Context: an optimization exercise on an open-source flow, tuned for small area, a short achievable clock period and few clock cycles. The choices shown serve that exercise and are no tape-out recipe. No functional check of the RTL was part of any run shown here. Power is estimated from default activity; no workload was simulated.

$ cat run.sh
#!/bin/bash
# synth_recipe.tcl (not shown) runs the flow's synth.tcl, then flattens the netlist and writes it again
# the make line also repeats each setting of config.mk as NAME=value (left out here)
make -C /OpenROAD-flow-scripts/flow DESIGN_CONFIG=/design/flow/config.mk WORK_HOME=/design/flow/orfs CLKGATE_MAP_FILE= SYNTH_SCRIPT=/design/flow/synth_recipe.tcl finish
$ cat config.mk
export PLATFORM = sky130hd
export DESIGN_NAME = lpmr_top
export DESIGN_NICKNAME = lpmr_top
export VERILOG_FILES = /design/flow/design.v
export SDC_FILE = /design/flow/constraint.sdc
export NUM_CORES = 4
export LEC_CHECK = 0
export ABC_CLOCK_PERIOD_IN_PS = 3000
export CAP_MARGIN = 20
export CORE_MARGIN = 2
export CORE_UTILIZATION = 40
export SETUP_SLACK_MARGIN = 4.0
export SLEW_MARGIN = 20
$ cat constraint.sdc
create_clock -name core_clock -period 8.0 [get_ports {clk}]
set_input_delay 1.6000 -clock core_clock [delete_from_list [all_inputs] [get_ports {clk}]]
set_output_delay 1.6000 -clock core_clock [all_outputs]
set_load 0.01 [all_outputs]
$ cat design.v
package lpmr_pkg;
  localparam int LEN_W  = 7;
  localparam int BYTE_W = 8;
  typedef enum logic {
    REQ_WRITE = 1'b0,
    REQ_READ  = 1'b1
  } req_kind_t;
  typedef enum logic [2:0] {
    ST_WRITE_OK       = 3'd0,
    ST_WRITE_FULL     = 3'd1,
    ST_READ_OK        = 3'd2,
    ST_READ_EMPTY     = 3'd3,
    ST_READ_TOO_SMALL = 3'd4
  } status_t;
  typedef struct packed {
    req_kind_t          req_type;
    logic               first;
    logic               last;
    logic [LEN_W-1:0]   msg_len;
    logic [BYTE_W-1:0]  data_byte;
    logic [BYTE_W-1:0]  read_capacity;
  } req_t;
  typedef struct packed {
    status_t            status;
    logic [LEN_W-1:0]   out_len;
    logic [BYTE_W-1:0]  out_byte;
    logic               byte_valid;
    logic               last_out;
  } result_t;
endpackage
module length_prefixed_message_ring #(
  parameter int RING_BYTES    = 1024,
  parameter int HEADER_BYTES  = 8,
  parameter int MAX_MSG_BYTES = 64
) (
  input  logic              clk,
  input  logic              rst,
  input  logic              start,
  input  lpmr_pkg::req_t    req,
  output logic              busy,
  output logic              result_valid,
  output lpmr_pkg::result_t result
);
  localparam int LW  = lpmr_pkg::LEN_W;
  localparam int UW  = $clog2(RING_BYTES) + 1;              
  localparam int MAXN  = (RING_BYTES - 1) / HEADER_BYTES;
  localparam int NFIT  = (RING_BYTES - 1) / (HEADER_BYTES + MAX_MSG_BYTES);
  localparam int DMAX1 = NFIT * MAX_MSG_BYTES;
  localparam int DMAX2 = (RING_BYTES - 1) - (NFIT + 1) * HEADER_BYTES;
  localparam int DMAX  = (DMAX1 > DMAX2) ? DMAX1 : DMAX2;
  localparam int DSLK  = 4;                                 
  localparam int DN    = DMAX + DSLK;                       
  localparam int DW    = $clog2(DN + 1);
  localparam int LFN   = 1 << $clog2(MAXN + 1);             
  localparam int LFW   = $clog2(LFN);
  localparam int CW    = $clog2(MAXN + 1);
  localparam int QN    = 16;                                
  localparam int QW    = $clog2(QN);
  localparam int LIM0  = RING_BYTES - HEADER_BYTES - 1;
  localparam logic [LW-1:0] MAXL = LW'(MAX_MSG_BYTES);
  function automatic logic [DW-1:0] dinc(input logic [DW-1:0] p);
    if (p == DW'(DN - 1)) dinc = '0;
    else                  dinc = p + DW'(1);
  endfunction
  logic           iv;
  lpmr_pkg::req_t iw;
  logic           i_gt;         
  logic           busy_q;
  assign busy = busy_q;
  always_ff @(posedge clk) begin
    iw   <= req;
    i_gt <= (req.msg_len > MAXL);
    if (rst) iv <= 1'b0;
    else     iv <= start && !busy_q;
  end
  logic signed [UW-1:0] lim;    
  logic [CW-1:0]  lcount;       
  logic [LFW-1:0] lf_rd, lf_rd1, lf_wr;
  logic [LW-1:0]  lf [LFN];
  logic [LW-1:0]  hlen;         
  logic           wopen, wref;
  logic [LW-1:0]  decl, brecv;
  logic [DW-1:0]  ctail, wptr;  
  logic [DW-1:0]  pcount;       
  logic           e_store, e_strm;
  logic [LW-1:0]  e_disc;
  logic [7:0]     dmem [DN];
  logic           wq_we;
  logic [DW-1:0]  wq_addr;
  logic [7:0]     wq_data;
  localparam int QEW = 3 + LW + 2;
  logic [QEW-1:0] q [QN];
  logic [QW-1:0]  q_h, q_t;
  logic [QW:0]    q_cnt;
  logic           hd_v;
  logic [2:0]     hd_st;
  logic [LW-1:0]  hd_len;
  logic           hd_strm, hd_one;
  logic           s_act, s_last;
  logic [LW-1:0]  s_rem, s_len;
  logic [DW-1:0]  rptr;
  logic           m_v, m_bv, m_last;
  logic [2:0]     m_st;
  logic [LW-1:0]  m_len;
  logic [7:0]     rd_q;
  logic           is_wr, is_rd;
  logic           refuse_f, open_e, refused_e, lt, store, discard, commit, closef;
  logic [LW-1:0]  br_e, decl_e, blen;
  logic [DW-1:0]  wptr_e, wptr_n;
  logic           empty, too_small, push, remove;
  logic [2:0]     push_st;
  logic [LW-1:0]  push_len;
  logic           push_strm;
  always_comb begin
    is_wr     = iv && (iw.req_type == lpmr_pkg::REQ_WRITE);
    is_rd     = iv && (iw.req_type == lpmr_pkg::REQ_READ);
    refuse_f  = i_gt || ($signed({{(UW-LW){1'b0}}, iw.msg_len}) > lim);
    open_e    = iw.first | wopen;
    refused_e = iw.first ? refuse_f : wref;
    br_e      = iw.first ? '0 : brecv;
    decl_e    = iw.first ? iw.msg_len : decl;
    lt        = (br_e < decl_e);
    blen      = lt ? br_e + LW'(1) : br_e;
    store     = is_wr && open_e && !refused_e && lt;
    discard   = is_wr && iw.first && wopen;
    closef    = is_wr && open_e && iw.last;
    commit    = closef && !refused_e;
    wptr_e    = iw.first ? ctail : wptr;
    wptr_n    = store ? dinc(wptr_e) : wptr_e;
    empty     = (lcount == '0);
    too_small     = (iw.read_capacity < {1'b0, hlen});
    remove    = is_rd && !empty && !too_small;
    push      = closef || is_rd;
    if (!iw.req_type) begin
      push_st  = refused_e ? lpmr_pkg::ST_WRITE_FULL : lpmr_pkg::ST_WRITE_OK;
      push_len = refused_e ? decl_e : blen;
    end else begin
      push_st  = empty ? lpmr_pkg::ST_READ_EMPTY :
                 too_small ? lpmr_pkg::ST_READ_TOO_SMALL : lpmr_pkg::ST_READ_OK;
      push_len = empty ? '0 : hlen;
    end
    push_strm = iw.req_type && !empty && !too_small && (hlen != '0);
  end
  logic           take, consume, stream_rd;
  always_comb begin
    consume   = hd_v && !s_act;
    take      = !hd_v || consume;
    stream_rd = s_act || (consume && hd_strm);
  end
  always_ff @(posedge clk) begin
    if (wq_we) dmem[wq_addr] <= wq_data;
    wq_addr <= wptr_e;
    wq_data <= iw.data_byte;
    lf[lf_wr] <= blen;
    q[q_t]    <= {push_st, push_len, push_strm, (push_len == LW'(1))};
    if (remove) hlen <= lf[lf_rd1];
    else if (commit && (lcount == '0)) hlen <= blen;
    if (take) {hd_st, hd_len, hd_strm, hd_one} <= q[q_h];
    rd_q <= dmem[rptr];
    if (s_act) begin
      m_st   <= lpmr_pkg::ST_READ_OK;
      m_len  <= s_len;
      m_bv   <= 1'b1;
      m_last <= s_last;
      s_rem  <= s_rem - LW'(1);
      s_last <= (s_rem == LW'(2));
    end else begin
      m_st   <= hd_st;
      m_len  <= hd_len;
      m_bv   <= hd_strm;
      m_last <= !hd_strm || hd_one;
      s_rem  <= hd_len - LW'(1);
      s_last <= (hd_len == LW'(2));
      s_len  <= hd_len;
    end
    result.status     <= lpmr_pkg::status_t'(m_st);
    result.out_len    <= m_len;
    result.out_byte   <= m_bv ? rd_q : 8'h00;
    result.byte_valid <= m_bv;
    result.last_out   <= m_last;
    if (rst) begin
      busy_q       <= 1'b0;
      lim          <= UW'(LIM0);
      lcount       <= '0;
      lf_rd        <= '0;
      lf_rd1       <= LFW'(1);
      lf_wr        <= '0;
      wopen        <= 1'b0;
      wref         <= 1'b0;
      decl         <= '0;
      brecv        <= '0;
      ctail        <= '0;
      wptr         <= '0;
      pcount       <= '0;
      e_store      <= 1'b0;
      e_strm       <= 1'b0;
      e_disc       <= '0;
      wq_we        <= 1'b0;
      q_h          <= '0;
      q_t          <= '0;
      q_cnt        <= '0;
      hd_v         <= 1'b0;
      s_act        <= 1'b0;
      rptr         <= '0;
      m_v          <= 1'b0;
      result_valid <= 1'b0;
    end else begin
      busy_q <= (q_cnt >= (QW+1)'(QN - 3)) || (pcount >= DW'(DN - 3));
      wq_we  <= store;
      if (is_wr && open_e) begin
        wopen <= !iw.last;
        wref  <= refused_e;
        decl  <= decl_e;
        brecv <= blen;
        wptr  <= wptr_n;
      end
      if (commit) begin
        ctail  <= wptr_n;
        lf_wr  <= lf_wr + LFW'(1);
        lcount <= lcount + CW'(1);
        lim    <= lim - UW'(blen) - UW'(HEADER_BYTES);
      end
      if (remove) begin
        lf_rd  <= lf_rd1;
        lf_rd1 <= lf_rd1 + LFW'(1);
        lcount <= lcount - CW'(1);
        lim    <= lim + UW'(hlen) + UW'(HEADER_BYTES);
      end
      e_store <= store;
      e_strm  <= stream_rd;
      e_disc  <= (discard && !wref) ? brecv : '0;
      pcount  <= pcount + DW'(e_store) - DW'(e_strm) - DW'(e_disc);
      if (push) q_t <= q_t + QW'(1);
      if (take && (q_cnt != '0)) q_h <= q_h + QW'(1);
      q_cnt <= q_cnt + (QW+1)'(push) - (QW+1)'(take && (q_cnt != '0));
      if (take) hd_v <= (q_cnt != '0);
      m_v <= s_act || consume;
      if (stream_rd) rptr <= dinc(rptr);
      if (s_act) begin
        if (s_last) s_act <= 1'b0;
      end else if (consume && hd_strm && !hd_one) begin
        s_act <= 1'b1;
      end
      result_valid <= m_v;
    end
  end
endmodule
module lpmr_top (
  input  logic       clk,
  input  logic       rst,
  input  logic       start,
  input  logic       req_type,
  input  logic       first,
  input  logic       last,
  input  logic [6:0] msg_len,
  input  logic [7:0] data_byte,
  input  logic [7:0] read_capacity,
  output logic       busy,
  output logic       result_valid,
  output logic [2:0] status,
  output logic [6:0] out_len,
  output logic [7:0] out_byte,
  output logic       byte_valid,
  output logic       last_out
);
  lpmr_pkg::req_t    req;
  lpmr_pkg::result_t result;
  assign req.req_type      = lpmr_pkg::req_kind_t'(req_type);
  assign req.first         = first;
  assign req.last          = last;
  assign req.msg_len       = msg_len;
  assign req.data_byte     = data_byte;
  assign req.read_capacity = read_capacity;
  length_prefixed_message_ring #(
    .RING_BYTES    (512),
    .HEADER_BYTES  (8),
    .MAX_MSG_BYTES (64)
  ) u_ring (
    .clk          (clk),
    .rst          (rst),
    .start        (start),
    .req          (req),
    .busy         (busy),
    .result_valid (result_valid),
    .result       (result)
  );
  assign status     = result.status;
  assign out_len    = result.out_len;
  assign out_byte   = result.out_byte;
  assign byte_valid = result.byte_valid;
  assign last_out   = result.last_out;
endmodule
==> results of run 1 <==
cells in the final DEF, fill, tap and decap left out, types with 78 or more instances in the layout:
master     instances
a21oi_1          122
inv_1             83
dfxtp_1          175
buf_4            126
ha_1              82
edfxtp_1        4282
clkinv_1         100
clkinv_2          78
mux2i_1          125
nand2_1          160
clkbuf_1          81
mux4_2          1272
clkbuf_16        455
nor2_1           638
sequential cells by signal (all words and copies together), names as in the netlist, 6 cells and up, named ones only:
name and count:
u_ring.lf 448, u_ring.lim 10, u_ring.decl 7, u_ring.wptr 9, u_ring.lcount 6, u_ring.hd_len 7, u_ring.ctail 9, u_ring.rd_q 8
u_ring.dmem 3616, u_ring.q 192, u_ring.e_disc 7, u_ring.result 20, u_ring.brecv 7, u_ring.lf_rd1 6, u_ring.s_rem 7, u_ring.wq_addr 9
u_ring.iw 26, u_ring.hlen 7, u_ring.rptr 9, u_ring.lf_wr 6, u_ring.wq_data 8, u_ring.pcount 9, u_ring.s_len 7
worst paths after layout:
check | start | to | cells after the start
worst max register to register | u_ring.iw[24] | u_ring.lim[9] | 19
worst min register to register | u_ring.iw[14] | u_ring.wq_data[6] | 0
worst max-delay path | u_ring.iw[24] | u_ring.lim[9] | 19
worst min-delay path | u_ring.iw[14] | u_ring.wq_data[6] | 0
timing repair:
item                       CTS  global route
cloned                       5             2
setup endpoints to repair  221            33
resized for setup           42            38
pin swaps                   12            23
setup buffers               31            14
routing by layer:
| metal | vias up | GRT usage | routed length [um] |
|---|---|---|---|
| met5 | - | 0 | 13 |
| li1 | 34010 | - | - |
| met2 | 3490 | 0.3195 | 215500 |
| met4 | 2 | 0.05251 | 12570 |
| met3 | 621 | 0.02940 | 31940 |
| met1 | 44840 | 0.2725 | 178700 |
area by class of cell:
class	count	area [um^2]
clock buffers	547	11820
multi-input cells	3024	39670
repair inverters	2	12.51
inverters	93	372.9
well taps	5734	7174
fillers	35680	236600
clock inverters	279	2834
repair buffers	244	2754
diodes	10	25.02
flip-flops and latches	4481	132600
metrics by stage:
step                      instances    util  setup slack (ns)
after global routing          14410  0.4547             3.620
after CTS                     14390  0.4537             3.692
after floorplan                8055       -             3.255
after global placement        13520  0.4183             2.194
after detailed placement      13520  0.4184             2.055
final                         14410  0.4547             3.709
report_power, final:
part	internal [mW]	switching, mW	leakage (nW)	total [mW]
Clock	12.0	8.96	7.14	21.0
Sequential	25.9	0.227	40.2	26.1
Combinational	4.53	4.79	12.4	9.31
Total	42.4	14.0	59.7	56.4
worst register-to-register path: stages (launching register included):
cell	delay, ns
dfxtp_4	0.43
mux2i_4	0.29
ha_4	0.23
a21o_1	0.15
a21o_1	0.17
a21o_4	0.23
or4_4	0.42
a21o_4	0.25
ha_4	0.28
ha_4	0.13
inv_2	0.04
fa_2	0.34
nor2b_2	0.13
o21ai_2	0.08
a21boi_2	0.14
o21ai_1	0.08
nand2b_1	0.15
a2111oi_4	0.09
a31oi_1	0.18
mux2_2	0.35
logic make-up after synthesis:
| logic type | count (synthesis) | synth area share |
|---|---|---|
| buf+inv | 552 | 0.01487 |
| simple gates | 1041 | 0.02553 |
| flops | 4481 | 0.7612 |
| fa+ha+maj | 96 | 0.007198 |
| compound gates | 408 | 0.01524 |
| mux | 1421 | 0.1732 |
| xor+xnor | 56 | 0.002816 |
==> notes.md, run 1 <==
Synth top area share=0.7383; TNS Setup=0 ns; Pins Over Slew Limit=0; std cell rows=242; DP Area=0.1815 mm^2; crit-path max cell delay=0.43 ns; Initial Util=0.4014; Cell variety after synth=68; commonest cells in the synthesized netlist=4282 x edfxtp_1, 1272 x mux4_2, 643 x nor2_1; CTS tree=yes; GR Overflow Total=0; ranking of synthesized cells by area=edfxtp_1 74%, mux4_2 16%, dfxtp_1 2.3%; reported max-cap violation count=0; Fmax achieved=233.0 MHz; Setup crit end kind=flop; via count=82960; Syn Inst Count=8055; r2r setup slk=3.71 ns; Post-Syn Nets=8180; Crit path top cell by count=ha_4; total chip power=56.41 mW; DP HPWL=252500 um; Iter 0 DRT Violations=10160; layout cells sized above 1=0.2601; clk buf depth=4; worst-path fanout max=6; class of the worst hold path=reg2reg; ys async rst share=0; CP max-delay cell=dfxtp_4; most common cell in the synthesized netlist=edfxtp_1; sum of buffers and inverters on the critical path=1; CTS sink cnt=4481; Power Dens Cells=285.9 mW/mm^2; first-pass GRT wire length=623900 um; Post-synth top flop=edfxtp_1; Rel. slew slack=0.08718; Worst EP required=8.88 ns; run status=no timing/DRC/antenna violations; Root Buffer=clkbuf_16; RSZ-0062 raised after global routing=true; Area Overhead vs Synth=13.29%; I/O pins=51; antenna violations before repair=18; Worst EP arrival=5.17 ns; critical-path cell list=mux2i_4 -> ha_4 -> a21o_1 -> a21o_1 -> a21o_4 -> or4_4 -> a21o_4 -> ha_4 -> ha_4 -> inv_2 -> fa_2 -> nor2b_2 -> o21ai_2 -> a21boi_2 -> o21ai_1 -> nand2b_1 -> a2111oi_4 -> a31oi_1 -> mux2_2; number of flops mapped to enable cells by yosys=4282; min Tclk post-route=4.291 ns; GRT Util Overall=0.1945; syn_area_per_cell=21.62 um^2; Pleak=59.69 nW; Yosys top cell by area=edfxtp_1; Die H=663.9 um; Critical Path Start Type=flop; clk slew on worst S/H paths=0.06 ns; number of buffers inserted by port buffering=50; Placer Congestion=0.8278; design area=0.1973 mm^2; DR vias/cell=5.755; crit share post-route=0.5364; Seq cells post-synth=4481; kind of critical path=reg2reg; synthesized area=0.1742 mm^2; Core ar.=0.4339 mm^2; Yosys warning count=1; Total Die Area=0.4407 mm^2; drt total wl=438700 um; Hold WS=0.3242 ns; Routed Antenna Nets=0; Post-Route Skew=0.07132 ns; per-cell routed wire length=30.44 um; delay-heaviest family, CP=compound AO/OA/AOI/OAI gates; vias in the first global route=83550; # DRC=0; CTS buffer count=445; worst-skew pair later-pin latency=1.01 ns; # setup viols final=0; nets@finish=8416; largest net degree at the start of global routing=205; Peak VDD IR=0.0002073 V; Worst-Margin Slew=1.369 ns; hold_buf cts=0; Final Hold Vio Count=0; Die Width=663.9 um; Seq/Total Area, Yosys=0.7612; DRT Pass-1 Iters=7; H-tree depth=5
==> run 2: changes to the inputs <==
--- a/design.v
+++ b/design.v
@@ -65,11 +65,16 @@
   logic           iv;
   lpmr_pkg::req_t iw;
   logic           i_gt;         
+  logic           i_nz, i_gt1;  
+  logic [LW-1:0]  i_lm1;        
   logic           busy_q;
   assign busy = busy_q;
   always_ff @(posedge clk) begin
     iw   <= req;
-    i_gt <= (req.msg_len > MAXL);
+    i_gt  <= (req.msg_len > MAXL);
+    i_nz  <= (req.msg_len != '0);
+    i_gt1 <= (req.msg_len > LW'(1));
+    i_lm1 <= (req.msg_len == '0) ? '0 : req.msg_len - LW'(1);
     if (rst) iv <= 1'b0;
     else     iv <= start && !busy_q;
   end
@@ -79,8 +84,12 @@
   logic [LW-1:0]  lf [LFN];
   logic [LW-1:0]  hlen;         
   logic           wopen, wref;
-  logic [LW-1:0]  decl, brecv;
+  logic [LW-1:0]  decl, brecv, brecv1;
+  logic [LW-1:0]  rem;          
+  logic           rem_nz, rem_gt1;
+  logic           lnz;          
   logic [DW-1:0]  ctail, wptr;  
+  logic [DW-1:0]  ctail1, wptr1;  
   logic [DW-1:0]  pcount;       
   logic           e_store, e_strm;
   logic [LW-1:0]  e_disc;
@@ -105,8 +114,9 @@
   logic [7:0]     rd_q;
   logic           is_wr, is_rd;
   logic           refuse_f, open_e, refused_e, lt, store, discard, commit, closef;
-  logic [LW-1:0]  br_e, decl_e, blen;
-  logic [DW-1:0]  wptr_e, wptr_n;
+  logic [LW-1:0]  decl_e, blen, rem_n;
+  logic           remnz_n;
+  logic [DW-1:0]  wptr_e, wptr_n, wptr1_n;
   logic           empty, too_small, push, remove;
   logic [2:0]     push_st;
   logic [LW-1:0]  push_len;
@@ -117,17 +127,19 @@
     refuse_f  = i_gt || ($signed({{(UW-LW){1'b0}}, iw.msg_len}) > lim);
     open_e    = iw.first | wopen;
     refused_e = iw.first ? refuse_f : wref;
-    br_e      = iw.first ? '0 : brecv;
     decl_e    = iw.first ? iw.msg_len : decl;
-    lt        = (br_e < decl_e);
-    blen      = lt ? br_e + LW'(1) : br_e;
+    lt        = iw.first ? i_nz : rem_nz;
+    blen      = iw.first ? LW'(i_nz) : (rem_nz ? brecv1 : brecv);
     store     = is_wr && open_e && !refused_e && lt;
     discard   = is_wr && iw.first && wopen;
     closef    = is_wr && open_e && iw.last;
     commit    = closef && !refused_e;
     wptr_e    = iw.first ? ctail : wptr;
-    wptr_n    = store ? dinc(wptr_e) : wptr_e;
-    empty     = (lcount == '0);
+    wptr_n    = store ? (iw.first ? ctail1 : wptr1) : wptr_e;
+    wptr1_n   = store ? (iw.first ? dinc(ctail1) : dinc(wptr1)) : (iw.first ? ctail1 : wptr1);
+    rem_n     = iw.first ? i_lm1 : (rem_nz ? rem - LW'(1) : rem);
+    remnz_n   = iw.first ? i_gt1 : rem_gt1;
+    empty     = !lnz;
     too_small     = (iw.read_capacity < {1'b0, hlen});
     remove    = is_rd && !empty && !too_small;
     push      = closef || is_rd;
@@ -191,6 +203,9 @@
       brecv        <= '0;
       ctail        <= '0;
       wptr         <= '0;
+      ctail1       <= DW'(1);
+      wptr1        <= DW'(1);
+      lnz          <= 1'b0;
       pcount       <= '0;
       e_store      <= 1'b0;
       e_strm       <= 1'b0;
@@ -208,23 +223,31 @@
       busy_q <= (q_cnt >= (QW+1)'(QN - 3)) || (pcount >= DW'(DN - 3));
       wq_we  <= store;
       if (is_wr && open_e) begin
-        wopen <= !iw.last;
-        wref  <= refused_e;
-        decl  <= decl_e;
-        brecv <= blen;
-        wptr  <= wptr_n;
+        wopen   <= !iw.last;
+        wref    <= refused_e;
+        decl    <= decl_e;
+        brecv   <= blen;
+        brecv1  <= blen + LW'(1);
+        rem     <= rem_n;
+        rem_nz  <= remnz_n;
+        rem_gt1 <= (rem_n > LW'(1));
+        wptr    <= wptr_n;
+        wptr1   <= wptr1_n;
       end
       if (commit) begin
         ctail  <= wptr_n;
+        ctail1 <= wptr1_n;
         lf_wr  <= lf_wr + LFW'(1);
         lcount <= lcount + CW'(1);
-        lim    <= lim - UW'(blen) - UW'(HEADER_BYTES);
+        lnz    <= 1'b1;
+        lim    <= lim - UW'(HEADER_BYTES) - UW'(blen);
       end
       if (remove) begin
         lf_rd  <= lf_rd1;
         lf_rd1 <= lf_rd1 + LFW'(1);
         lcount <= lcount - CW'(1);
-        lim    <= lim + UW'(hlen) + UW'(HEADER_BYTES);
+        lnz    <= (lcount != CW'(1));
+        lim    <= lim + UW'(HEADER_BYTES) + UW'(hlen);
       end
       e_store <= store;
       e_strm  <= stream_rd;
==> notes.md, run 2 <==
Worst EP required=8.92 ns (was 8.88 ns); Area Overhead vs Synth=12.71% (was 13.29%); DP HPWL=266300 um (was 252500 um); nets@finish=8701 (was 8416); Top reg by flops=u_ring.dmem (unchanged); I/O pins=51 (unchanged); Sw Share=0.2331 (was 0.2477); most common cell after layout, fill and taps aside=edfxtp_1 (unchanged); Total Die Area=0.4464 mm^2 (was 0.4407 mm^2); Synth top area share=0.7315 (was 0.7383); Seq/Total Area, Yosys=0.7573 (was 0.7612); H-tree depth=5 (unchanged); Rel. slew slack=0.1238 (was 0.08718); post-route setup slack=3.835 ns (was 3.709 ns); syn_area_per_cell=21.12 um^2 (was 21.62 um^2); most common cell in the synthesized netlist=edfxtp_1 (unchanged); Cell variety after synth=73 (was 68); Yosys warning count=1 (unchanged); kind of critical path=reg2reg (unchanged); Root Buffer=clkbuf_16 (unchanged); worst-path fanout max=41 (was 6); combinational power share=0.119 (was 0.165); Placer Congestion=0.8488 (was 0.8278); first-pass GRT wire length=638800 um (was 623900 um); ranking of synthesized cells by area=edfxtp_1 73%, mux4_2 15%, dfxtp_1 2.6% (was edfxtp_1 74%, mux4_2 16%, dfxtp_1 2.3%); Pins Over Slew Limit=0 (unchanged); worst-skew pair later-pin latency=1.01 ns (about the same); antenna violations before repair=21 (was 18); via count=85170 (was 82960); per-cell routed wire length=30.23 um (was 30.44 um); Yosys top cell by area=edfxtp_1 (unchanged); Iter 0 DRT Violations=10950 (was 10160); Post-synth top flop=edfxtp_1 (unchanged); crit-path max cell delay=0.95 ns (was 0.43 ns); dpl cells=13980 (was 13520); Hold WS=0.3187 ns (was 0.3242 ns); Die Width=668.2 um (was 663.9 um); vias in the first global route=86190 (was 83550); Post-Syn Nets=8479 (was 8180); # setup viols final=0 (unchanged); Syn Inst Count=8354 (was 8055); Post-Route Skew=0.06431 ns (was 0.07132 ns); number of buffers inserted by port buffering=50 (unchanged); commonest cells in the synthesized netlist=4298 x edfxtp_1, 1214 x mux4_2, 684 x nor2_1 (was 4282 x edfxtp_1, 1272 x mux4_2, 643 x nor2_1); CTS buffer count=453 (was 445); Die H=668.2 um (was 663.9 um); Final Hold Vio Count=0 (unchanged); run status=no timing/DRC/antenna violations (unchanged); TNS Setup=0 ns (unchanged); pre-CTS WS=3.276 ns (was 2.055 ns); hold_buf cts=0 (unchanged); Seq cells post-synth=4525 (was 4481); Pleak=60.14 nW (was 59.69 nW); GRT Util Overall=0.1976 (was 0.1945); max reg flops=3616 (unchanged); Clk pwr share=0.389 (was 0.372); # DRC=0 (unchanged); min Tclk post-route=4.165 ns (was 4.291 ns); Fmax achieved=240.1 MHz (was 233.0 MHz); Largest regs=u_ring.dmem (3616), u_ring.lf (448), u_ring.q (192) (unchanged); Setup crit end kind=flop (unchanged); clk buf depth=4 (unchanged); number of flops mapped to enable cells by yosys=4298 (was 4282); Flop pwr share=0.491 (was 0.463); Internal=41.13 mW (was 42.44 mW); drt total wl=449000 um (was 438700 um); CTS sink cnt=4525 (was 4481); std cell rows=243 (was 242); Finished Layout Cells=14850 (was 14410); Peak VDD IR=0.0001863 V (was 0.0002073 V); largest net degree at the start of global routing=179 (was 205); Routed Antenna Nets=0 (unchanged); Initial Util=0.4022 (was 0.4014); DRT Pass-1 Iters=6 (was 7); crit share post-route=0.5206 (was 0.5364); clk slew on worst S/H paths=0.06 ns (about the same); Worst EP arrival=5.09 ns (was 5.17 ns); GR Overflow Total=0 (unchanged); class of the worst hold path=reg2reg (unchanged); Power Dens Cells=269.7 mW/mm^2 (was 285.9 mW/mm^2); CP max-delay cell=nor3_1 (was dfxtp_4); ys async rst share=0 (unchanged); most frequent cells in the layout=4298 x edfxtp_1, 1214 x mux4_2, 673 x nor2_1 (was 4282 x edfxtp_1, 1272 x mux4_2, 638 x nor2_1); Worst-Margin Slew=1.314 ns (was 1.369 ns); synthesized area=0.1764 mm^2 (was 0.1742 mm^2); layout cells sized above 1=0.2430 (was 0.2601); Core ar.=0.4387 mm^2 (was 0.4339 mm^2); RSZ-0062 raised after global routing=true (unchanged); reported max-cap violation count=0 (unchanged); critical-path cell list=buf_12 -> and2_1 -> buf_4 -> a221oi_1 -> o22ai_1 -> nor3_1 -> nor3_1 -> a311oi_1 -> nor2_1 (was mux2i_4 -> ha_4 -> a21o_1 -> a21o_1 -> a21o_4 -> or4_4 -> a21o_4 -> ha_4 -> ha_4 -> inv_2 -> fa_2 -> nor2b_2 -> o21ai_2 -> a21boi_2 -> o21ai_1 -> nand2b_1 -> a2111oi_4 -> a31oi_1 -> mux2_2); CTS tree=yes (unchanged); Crit path top cell by count=nor3_1 (was ha_4); Critical Path Start Type=flop (unchanged); DR vias/cell=5.735 (was 5.755); switching power=12.50 mW (was 13.97 mW)
## run 2: cell types whose count changed after synthesis, sizes merged, moves of 36 or more
cell,change
mux4,-48
nand3b,+36
nand2,+38
mux2i,+46
nor2,+42
## run 2: per-stage QoR
stage	instance area [um^2]	power (mW)	utilization
2_1_floorplan	176500	31.60	-
4_1_cts	198600	54.04	0.4528
5_1_grt	198800	55.33	0.4532
3_5_place_dp	183800	33.26	0.4190
6_report	198900	53.63	0.4533
3_3_place_gp	183800	33.17	0.4190
## run 2: power by group through the flow
| stage | clock [mW] | combinational (mW) | sequential, mW |
|---|---|---|---|
| global placement | 0 | 6.22 | 26.9 |
| global route | 22.1 | 6.82 | 26.4 |
| CTS | 21.2 | 6.43 | 26.4 |
| detailed placement | 0 | 6.30 | 27.0 |
| floorplan | 0 | 4.73 | 26.9 |
| finish | 20.9 | 6.39 | 26.4 |
## run 2: logic make-up after synthesis
logic type,count (synthesis),synth area share
buf+inv,563,0.01596
flops,4525,0.7573
simple gates,1191,0.02951
fa+ha+maj,96,0.007063
mux,1441,0.1691
xor+xnor,77,0.003822
compound gates,461,0.01733
## run 2: worst max-delay path, delay by kind of cell, from the launching register on
| kind | cells | cell delay, ns |
|---|---|---|
| and+or+nand+nor | 4 | 1.74 |
| AOI/OAI and AO/OA | 3 | 0.70 |
| DFF | 1 | 0.71 |
| buffers and inverters | 2 | 0.82 |
## run 2: final cells by class
| cell class | instances | area, um^2 |
|---|---|---|
| clock buffers | 543 | 11850 |
| inverters | 85 | 331.6 |
| repair buffers | 245 | 2532 |
| multi-input cells | 3266 | 40330 |
| clock inverters | 298 | 2753 |
| well taps | 5880 | 7357 |
| diodes | 9 | 22.52 |
| flip-flops and latches | 4525 | 133700 |
| fillers | 36360 | 239900 |
## run 2: timing repair
item | CTS | global route
cloned | 1 | 2
pin swaps | 0 | 1
setup endpoints to repair | 26 | 24
buffers inserted | 11 | 4
gates resized for setup | 13 | 9
## run 2: path summary, 6_finish.rpt
check | from | to | slack, ns | depth (start not counted)
worst max register to register | u_ring.rptr[2] | u_ring.rd_q[1] | 3.83 | 9
worst min-delay path | u_ring.iw[11] | u_ring.wq_data[3] | 0.32 | 0
worst max-delay path | u_ring.rptr[2] | u_ring.rd_q[1] | 3.83 | 9
worst min register to register | u_ring.iw[11] | u_ring.wq_data[3] | 0.32 | 0
## run 2: layer usage
layer,GRT usage,share of wire,vias to the layer above
met5,0,0.00012,-
met4,0.06456,0.036,8
met3,0.03588,0.079,756
met2,0.3229,0.49,3747
met1,0.2692,0.40,45690
li1,-,-,34970
==> run 3: changes to the inputs <==
--- a/config.mk
+++ b/config.mk
@@ -5,9 +5,8 @@
 export SDC_FILE = /design/flow/constraint.sdc
 export NUM_CORES = 4
 export LEC_CHECK = 0
-export ABC_CLOCK_PERIOD_IN_PS = 3000
 export CAP_MARGIN = 20
 export CORE_MARGIN = 2
 export CORE_UTILIZATION = 40
-export SETUP_SLACK_MARGIN = 4.0
+export SETUP_SLACK_MARGIN = 5.0
 export SLEW_MARGIN = 20
==> notes.md, run 3 <==
Final Hold Vio Count=0 (unchanged); drt total wl=472200 um (was 449000 um); Iter 0 DRT Violations=11070 (was 10950); DR vias/cell=5.824 (was 5.735); Setup crit end kind=flop (unchanged); Root Buffer=clkbuf_16 (unchanged); Flop pwr share=0.475 (was 0.491); CTS sink cnt=4525 (unchanged); syn_area_per_cell=21.12 um^2 (unchanged); Pins Over Slew Limit=0 (unchanged); Synth top area share=0.7315 (unchanged); Worst-Margin Slew=1.258 ns (was 1.314 ns); Power Dens Cells=269.3 mW/mm^2 (was 269.7 mW/mm^2); Peak VDD IR=0.0002670 V (was 0.0001863 V); I/O pins=51 (unchanged); Worst EP required=8.87 ns (was 8.92 ns); reported max-cap violation count=0 (unchanged); design area=0.2060 mm^2 (was 0.1989 mm^2); class of the worst hold path=reg2reg (unchanged); TNS Setup=0 ns (unchanged); Critical path origin=u_ring.rptr[0] (was u_ring.rptr[2]); Core ar.=0.4387 mm^2 (unchanged); Total Die Area=0.4464 mm^2 (unchanged); Finished Layout Cells=15060 (was 14850); DP HPWL=265500 um (was 266300 um); Pleak=62.37 nW (was 60.14 nW); Area Overhead vs Synth=16.78% (was 12.71%); Largest regs=u_ring.dmem (3616), u_ring.lf (448), u_ring.q (192) (unchanged); Fmax achieved=303.8 MHz (was 240.1 MHz); number of buffers inserted by port buffering=50 (unchanged); # DRC=0 (unchanged); clk buf depth=4 (unchanged); Hold WS=0.3225 ns (was 0.3187 ns); Yosys warning count=1 (unchanged); GR Overflow Total=0 (unchanged); ranking of synthesized cells by area=edfxtp_1 73%, mux4_2 15%, dfxtp_1 2.6% (unchanged); Die H=668.2 um (unchanged); most frequent cells in the layout=4298 x edfxtp_1, 1214 x mux4_2, 474 x clkbuf_16 (was 4298 x edfxtp_1, 1214 x mux4_2, 673 x nor2_1); worst-skew pair later-pin latency=1.01 ns (about the same); most common cell after layout, fill and taps aside=edfxtp_1 (unchanged); commonest cells in the synthesized netlist=4298 x edfxtp_1, 1214 x mux4_2, 684 x nor2_1 (unchanged); Clk pwr share=0.378 (was 0.389); Worst EP arrival=4.16 ns (was 5.09 ns); via count=87700 (was 85170); critical-path cell list=buf_12 -> buf_16 -> buf_16 -> buf_12 -> mux4_2 -> mux4_2 -> o21ai_0 -> nand3_1 -> o211ai_1 -> a21oi_1 (was buf_12 -> and2_1 -> buf_4 -> a221oi_1 -> o22ai_1 -> nor3_1 -> nor3_1 -> a311oi_1 -> nor2_1); nets@finish=8909 (was 8701); Seq/Total Area, Yosys=0.7573 (unchanged); CP max-delay cell=mux4_2 (was nor3_1); crit share post-route=0.4115 (was 0.5206); Initial Util=0.4022 (unchanged); # setup viols final=0 (unchanged); per-cell routed wire length=31.36 um (was 30.23 um); CTS tree=yes (unchanged); DP Area=0.1839 mm^2 (was 0.1838 mm^2); CTS buffer count=454 (was 453); DRT Pass-1 Iters=6 (unchanged); hold_buf cts=0 (unchanged); combinational power share=0.147 (was 0.119); antenna violations before repair=15 (was 21); Cell variety after synth=73 (unchanged); RSZ-0062 raised after global routing=true (unchanged); Routed Antenna Nets=0 (unchanged); clk slew on worst S/H paths=0.06 ns (about the same); min Tclk post-route=3.292 ns (was 4.165 ns); Top reg by flops=u_ring.dmem (unchanged); Critical Path Start Type=flop (unchanged); crit-path max cell delay=0.55 ns (was 0.95 ns); synthesized area=0.1764 mm^2 (unchanged); std cell rows=243 (unchanged); largest net degree at the start of global routing=217 (was 179); sum of buffers and inverters on the critical path=4 (was 2); vias in the first global route=88210 (was 86190); worst-path fanout max=8 (was 41); min-delay src=u_ring.iw[15] (was u_ring.iw[11]); Yosys top cell by area=edfxtp_1 (unchanged); ys async rst share=0 (unchanged); delay-heaviest family, CP=multiplexers (was simple AND/OR/NAND/NOR gates); Seq cells post-synth=4525 (unchanged); first-pass GRT wire length=666300 um (was 638800 um); H-tree depth=5 (unchanged); max reg flops=3616 (unchanged); Syn Inst Count=8354 (unchanged); Post-Route Skew=0.1326 ns (was 0.06431 ns); GRT Util Overall=0.2071 (was 0.1976); layout cells sized above 1=0.3314 (was 0.2430); reg2reg start=u_ring.rptr[0] (was u_ring.rptr[2]); dpl cells=13970 (was 13980); Post-synth top flop=edfxtp_1 (unchanged); kind of critical path=reg2reg (unchanged); Die Width=668.2 um (unchanged); Placer Congestion=0.8357 (was 0.8488); Rel. slew slack=0.1593 (was 0.1238); most common cell in the synthesized netlist=edfxtp_1 (unchanged); Internal=42.30 mW (was 41.13 mW); Sw Share=0.2376 (was 0.2331); run status=no timing/DRC/antenna violations (unchanged); number of flops mapped to enable cells by yosys=4298 (unchanged); Post-Syn Nets=8479 (unchanged); switching power=13.18 mW (was 12.50 mW)
[run 3: cell counts after synthesis]
No cell type changed its count.
[run 3: logic make-up after synthesis]
| kind of cell | Yosys count | share of synthesized area |
|---|---|---|
| flops | 4525 | 0.7573 |
| mux | 1441 | 0.1691 |
| simple gates | 1191 | 0.02951 |
| buf+inv | 563 | 0.01596 |
| compound gates | 461 | 0.01733 |
| fa+ha+maj | 96 | 0.007063 |
| xor+xnor | 77 | 0.003822 |
[run 3: timing repair]
action / CTS / global route
gates cloned: 48 / 16
pin swaps: 40 / 45
buffers inserted: 120 / 55
resized for setup: 935 / 201
endpoints found under the setup margin: 3730 / 893
[run 3: path summary, 6_finish.rpt]
path / slack, ns / depth (start not counted) / endpoint
max: 4.71 / 10 / u_ring.rd_q[0]
min: 0.32 / 0 / u_ring.wq_data[7]
max reg2reg: 4.71 / 10 / u_ring.rd_q[0]
min reg2reg: 0.32 / 0 / u_ring.wq_data[7]
[run 3: worst register-to-register path: cells and delay by family (launching register included)]
family                 cells  cell delay [ns]
flip-flops                 1             0.40
AND/OR/NAND/NOR            1             0.21
AO/OA/AOI/OAI              3             0.93
multiplexers               2             1.04
buffers and inverters      4             0.65
[run 3: final cells by class]
class / instances / area, um^2
fill: 35450 / 232700
sequential: 4525 / 133700
multi-input combinational: 3267 / 43320
clock buffer: 569 / 12080
tap: 5880 / 7357
timing repair buffer: 450 / 6633
clock inverter: 274 / 2581
inverter: 85 / 335.3
antenna: 7 / 17.52
timing repair inverter: 1 / 8.758
[run 3: routing by layer]
metal	vias up	global-route usage	part of all wire
met5	-	0	0.00010
met4	8	0.07416	0.040
met3	853	0.03117	0.075
met2	4056	0.3444	0.49
met1	47220	0.2783	0.39
li1	35560	-	-
[run 3: per-stage QoR]
stage	utilization	setup WS [ns]	total power, mW
3_3_place_gp	0.4190	2.948	33.20
5_1_grt	0.4696	4.744	57.06
4_1_cts	0.4656	4.705	55.37
3_5_place_dp	0.4191	2.944	33.29
2_1_floorplan	-	4.529	31.61
6_report	0.4696	4.708	55.49
[run 3: power groups by stage]
stage	logic [mW]	clock network, mW	registers, mW
3_3_place_gp	6.25	0	26.9
4_1_cts	7.74	21.3	26.4
5_1_grt	8.57	22.1	26.4
3_5_place_dp	6.35	0	26.9
6_report	8.17	21.0	26.3
2_1_floorplan	4.73	0	26.9
==> run 4: changes to the inputs <==
--- a/design.v
+++ b/design.v
@@ -78,7 +78,7 @@
     if (rst) iv <= 1'b0;
     else     iv <= start && !busy_q;
   end
-  logic signed [UW-1:0] lim;    
+  logic [UW-1:0]  lim;      
   logic [CW-1:0]  lcount;       
   logic [LFW-1:0] lf_rd, lf_rd1, lf_wr;
   logic [LW-1:0]  lf [LFN];
@@ -97,7 +97,7 @@
   logic           wq_we;
   logic [DW-1:0]  wq_addr;
   logic [7:0]     wq_data;
-  localparam int QEW = 3 + LW + 2;
+  localparam int QEW = 3 + LW;
   logic [QEW-1:0] q [QN];
   logic [QW-1:0]  q_h, q_t;
   logic [QW:0]    q_cnt;
@@ -120,11 +120,10 @@
   logic           empty, too_small, push, remove;
   logic [2:0]     push_st;
   logic [LW-1:0]  push_len;
-  logic           push_strm;
   always_comb begin
     is_wr     = iv && (iw.req_type == lpmr_pkg::REQ_WRITE);
     is_rd     = iv && (iw.req_type == lpmr_pkg::REQ_READ);
-    refuse_f  = i_gt || ($signed({{(UW-LW){1'b0}}, iw.msg_len}) > lim);
+    refuse_f  = i_gt || lim[UW-1] || ({{(UW-1-LW){1'b0}}, iw.msg_len} > lim[UW-2:0]);
     open_e    = iw.first | wopen;
     refused_e = iw.first ? refuse_f : wref;
     decl_e    = iw.first ? iw.msg_len : decl;
@@ -151,7 +150,6 @@
                  too_small ? lpmr_pkg::ST_READ_TOO_SMALL : lpmr_pkg::ST_READ_OK;
       push_len = empty ? '0 : hlen;
     end
-    push_strm = iw.req_type && !empty && !too_small && (hlen != '0);
   end
   logic           take, consume, stream_rd;
   always_comb begin
@@ -164,10 +162,14 @@
     wq_addr <= wptr_e;
     wq_data <= iw.data_byte;
     lf[lf_wr] <= blen;
-    q[q_t]    <= {push_st, push_len, push_strm, (push_len == LW'(1))};
+    q[q_t]    <= {push_st, push_len};
     if (remove) hlen <= lf[lf_rd1];
     else if (commit && (lcount == '0)) hlen <= blen;
-    if (take) {hd_st, hd_len, hd_strm, hd_one} <= q[q_h];
+    if (take) begin
+      {hd_st, hd_len} <= q[q_h];
+      hd_strm <= (q[q_h][QEW-1 -: 3] == lpmr_pkg::ST_READ_OK) && (q[q_h][LW-1:0] != '0);
+      hd_one  <= (q[q_h][LW-1:0] == LW'(1));
+    end
     rd_q <= dmem[rptr];
     if (s_act) begin
       m_st   <= lpmr_pkg::ST_READ_OK;
--- a/config.mk
+++ b/config.mk
@@ -7,6 +7,9 @@
 export LEC_CHECK = 0
 export CAP_MARGIN = 20
 export CORE_MARGIN = 2
-export CORE_UTILIZATION = 40
+export CORE_UTILIZATION = 55
+export CTS_BUF_LIST = sky130_fd_sc_hd__clkbuf_8
+export CTS_CLUSTER_DIAMETER = 60
+export CTS_CLUSTER_SIZE = 18
 export SETUP_SLACK_MARGIN = 5.0
 export SLEW_MARGIN = 20
==> notes.md, run 4 <==
crit share post-route=0.4308 (was 0.4115); Largest regs=u_ring.dmem (3616), u_ring.lf (448), u_ring.q (160) (was u_ring.dmem (3616), u_ring.lf (448), u_ring.q (192)); Core ar.=0.3178 mm^2 (was 0.4387 mm^2); Post-Syn Nets=8711 (was 8479); Critical R2R Capture=u_ring.rd_q[7] (was u_ring.rd_q[0]); Worst EP required=9.01 ns (was 8.87 ns); most common cell after layout, fill and taps aside=edfxtp_1 (unchanged); Die Width=569.0 um (was 668.2 um); antenna violations before repair=23 (was 15); Synth top area share=0.7298 (was 0.7315); Peak VDD IR=0.0001721 V (was 0.0002670 V); DR vias/cell=6.691 (was 5.824); Critical Path Start Type=flop (unchanged); via count=88940 (was 87700); Yosys top cell by area=edfxtp_1 (unchanged); ys async rst share=0 (unchanged); worst-skew pair later-pin latency=1.13 ns (was 1.01 ns); Placer Congestion=0.8278 (was 0.8357); Root Buffer=clkbuf_8 (was clkbuf_16); reported max-cap violation count=0 (unchanged); most frequent cells in the layout=4266 x edfxtp_1, 1113 x mux4_2, 341 x clkbuf_8 (was 4298 x edfxtp_1, 1214 x mux4_2, 474 x clkbuf_16); synthesized area=0.1755 mm^2 (was 0.1764 mm^2); CTS tree=yes (unchanged); Cell variety after synth=78 (was 73); vias in the first global route=86970 (was 88210); Yosys warning count=1 (unchanged); Top reg by flops=u_ring.dmem (unchanged); Syn Inst Count=8586 (was 8354); number of buffers inserted by port buffering=50 (unchanged); H-tree depth=5 (unchanged); Post-Route Skew=0.08538 ns (was 0.1326 ns); cell depth of the worst hold path=0 (unchanged); Pleak=59.24 nW (was 62.37 nW); kind of critical path=reg2reg (unchanged); layout cells sized above 1=0.3122 (was 0.3314); nets@finish=9027 (was 8909); clk buf depth=4 (unchanged); GRT Util Overall=0.2978 (was 0.2071); Die H=569.0 um (was 668.2 um); max reg flops=3616 (unchanged); syn_area_per_cell=20.45 um^2 (was 21.12 um^2); number of flops mapped to enable cells by yosys=4266 (was 4298); # setup viols final=0 (unchanged); Setup crit end kind=flop (unchanged); CTS sink cnt=4497 (was 4525); reg2reg path depth=12 (was 10); DP HPWL=271700 um (was 265500 um); Rel. slew slack=0.08931 (was 0.1593); Post-synth top flop=edfxtp_1 (unchanged); Area Overhead vs Synth=11.43% (was 16.78%); commonest cells in the synthesized netlist=4266 x edfxtp_1, 1113 x mux4_2, 671 x nor2_1 (was 4298 x edfxtp_1, 1214 x mux4_2, 684 x nor2_1); first-pass GRT wire length=676600 um (was 666300 um); Iter 0 DRT Violations=12180 (was 11070); GR Overflow Total=0 (unchanged); Seq cells post-synth=4497 (was 4525); Worst EP arrival=4.46 ns (was 4.16 ns); min Tclk post-route=3.446 ns (was 3.292 ns); Hold Path Sink=u_ring.wq_data[4] (was u_ring.wq_data[7]); std cell rows=207 (was 243); Routed Antenna Nets=0 (unchanged); min-delay src=u_ring.iw[12] (was u_ring.iw[15]); run status=no timing/DRC/antenna violations (unchanged); class of the worst hold path=reg2reg (unchanged); DRT Pass-1 Iters=6 (unchanged); CTS buffer count=332 (was 454); largest net degree at the start of global routing=197 (was 217); drt total wl=484800 um (was 472200 um); Seq/Total Area, Yosys=0.7561 (was 0.7573); Pins Over Slew Limit=0 (unchanged); Worst-Margin Slew=1.366 ns (was 1.258 ns); worst-path fanout max=14 (was 8); most common cell in the synthesized netlist=edfxtp_1 (unchanged); Power Dens Cells=228.9 mW/mm^2 (was 269.3 mW/mm^2); r2r setup slk=4.55 ns (was 4.71 ns); Fmax achieved=290.2 MHz (was 303.8 MHz); clk slew on worst S/H paths=0.12 ns (was 0.06 ns); TNS Setup=0 ns (unchanged); hold_buf cts=0 (unchanged); reg2reg start=u_ring.rptr[0] (unchanged); Total Die Area=0.3237 mm^2 (was 0.4464 mm^2); I/O pins=51 (unchanged); # DRC=0 (unchanged); Initial Util=0.5524 (was 0.4022); total chip power=44.78 mW (was 55.49 mW); RSZ-0062 raised after global routing=true (unchanged); ranking of synthesized cells by area=edfxtp_1 73%, mux4_2 14%, dfxtp_1 2.6% (was edfxtp_1 73%, mux4_2 15%, dfxtp_1 2.6%); Final Hold Vio Count=0 (unchanged); per-cell routed wire length=36.47 um (was 31.36 um)
run 4: cell count changes in the layout (fill, tap and decap cells not counted), sizes merged, moves of 33 or more:
| cell | delta |
|---|---|
| clkbuf | -237 |
| clkinv | -163 |
| mux4 | -111 |
| mux2i | +105 |
| inv | +97 |
| nand2 | +88 |
| a21oi | +74 |
| buf | +38 |
| o21ai | +33 |
run 4: critical path, cell delays in order (launching register included):
cell	delay, ns
dfxtp_4	0.41
buf_12	0.17
buf_16	0.18
buf_4	0.15
buf_16	0.17
mux4_2	0.55
mux2i_4	0.22
o22ai_1	0.16
o21ai_4	0.36
o2111ai_4	0.20
o221ai_4	0.35
o311ai_4	0.19
o41a_1	0.19
run 4: area by class of cell:
class                   count  area [um^2]
multi-input cells        3509        43820
inverters                  85        339.1
fillers                 22000       122200
clock buffers             341         4693
repair buffers            477         6739
diodes                      7        17.52
well taps                4180         5230
flip-flops and latches   4497       132800
clock inverters           196         1952
run 4: power breakdown:
part,total [mW],switching (mW),internal (mW),leakage (nW)
Sequential,26.1,0.188,25.9,40.4
Clock,12.7,7.79,4.91,3.55
Combinational,5.97,2.97,3.00,15.3
run 4: worst max-delay path by stage:
stage	startpoint	to	slack (ns)
5_1_grt	u_ring.rptr[0]	u_ring.rd_q[7]	4.58
4_1_cts	u_ring.rem_nz	u_ring.lim[9]	4.60
2_1_floorplan	u_ring.rem_nz	u_ring.lim[9]	4.14
3_5_place_dp	u_ring.rptr[0]	u_ring.rd_q[2]	2.57
3_3_place_gp	u_ring.rptr[0]	u_ring.rd_q[2]	2.54
6_report	u_ring.rptr[0]	u_ring.rd_q[7]	4.55
run 4: timing repair:
| action | 4_1_cts | 5_1_grt |
|---|---|---|
| buffers inserted | 118 | 57 |
| endpoints found under the setup margin | 3398 | 2461 |
| cloned | 59 | 8 |
| hold endpoints to repair | 0 | 0 |
| resized for setup | 872 | 430 |
| pin swaps | 50 | 56 |
run 4: per-layer routing:
metal / wire length [um] / track usage
met4: 17840 / 0.09432
met5: 74 / 0
met1: 192000 / 0.4309
met2: 232600 / 0.4717
met3: 42280 / 0.04694
run 4: cell families (layout without fill, tap and decap cells):
kind of cell / count (synthesis) / in the layout / share of synthesized area
buffers and inverters: 580 / 1099 / 0.01674
DFF: 4497 / 4497 / 0.7561
and+or+nand+nor: 1253 / 1253 / 0.03053
muxes: 1433 / 1433 / 0.1613
other: 0 / 7 / 0
adders and majority gates: 96 / 96 / 0.007099
AOI/OAI and AO/OA: 652 / 652 / 0.02447
xor gates and xnor gates: 75 / 75 / 0.003742
run 4: per-stage QoR:
step / hold slack, ns / utilization / cells / worst slack, ns / area (um^2)
2_1_floorplan: 0.3089 / - / 8586 / 4.140 / 175700
3_3_place_gp: 0.3104 / 0.5687 / 12500 / 2.540 / 180700
3_5_place_dp: 0.3153 / 0.5689 / 12510 / 2.571 / 180800
4_1_cts: 0.2927 / 0.6078 / 13220 / 4.602 / 193200
5_1_grt: 0.2977 / 0.6155 / 13290 / 4.582 / 195600
6_report: 0.2925 / 0.6155 / 13290 / 4.554 / 195600

re-timing with driven ports:
Ports are ideal in the flow. The routed layouts listed here were re-timed in OpenROAD. Step 1 assumes that a clkbuf_16 drives the clock port and a buf_2 every other input. Step 2 times the ports against the registers' clock, not the clock port: input delays grow and output delays shrink by t, the midpoint of the rising clock arrivals with the driver on. Three values: ideal, step 1, step 2; two values: the first two.
| run | shift t [ns] | setup WS [ns] | worst register clock-pin slew, ns |
|---|---|---|---|
| run 1 | 1.079 | 3.709 / 3.709 / 3.709 | 0.07 / 0.07 |
| run 2 | 1.096 | 3.835 / 3.835 / 3.835 | 0.07 / 0.07 |
| run 3 | 1.049 | 4.708 / 4.708 / 4.278 | 0.07 / 0.07 |
| run 4 | 1.191 | 4.554 / 4.554 / 4.398 | 0.12 / 0.12 |
After both steps setup and hold are still met in every run listed. The setup slack of run 3, which loses most, moves by 0.000 ns with the drivers and by -0.430 ns with both steps.
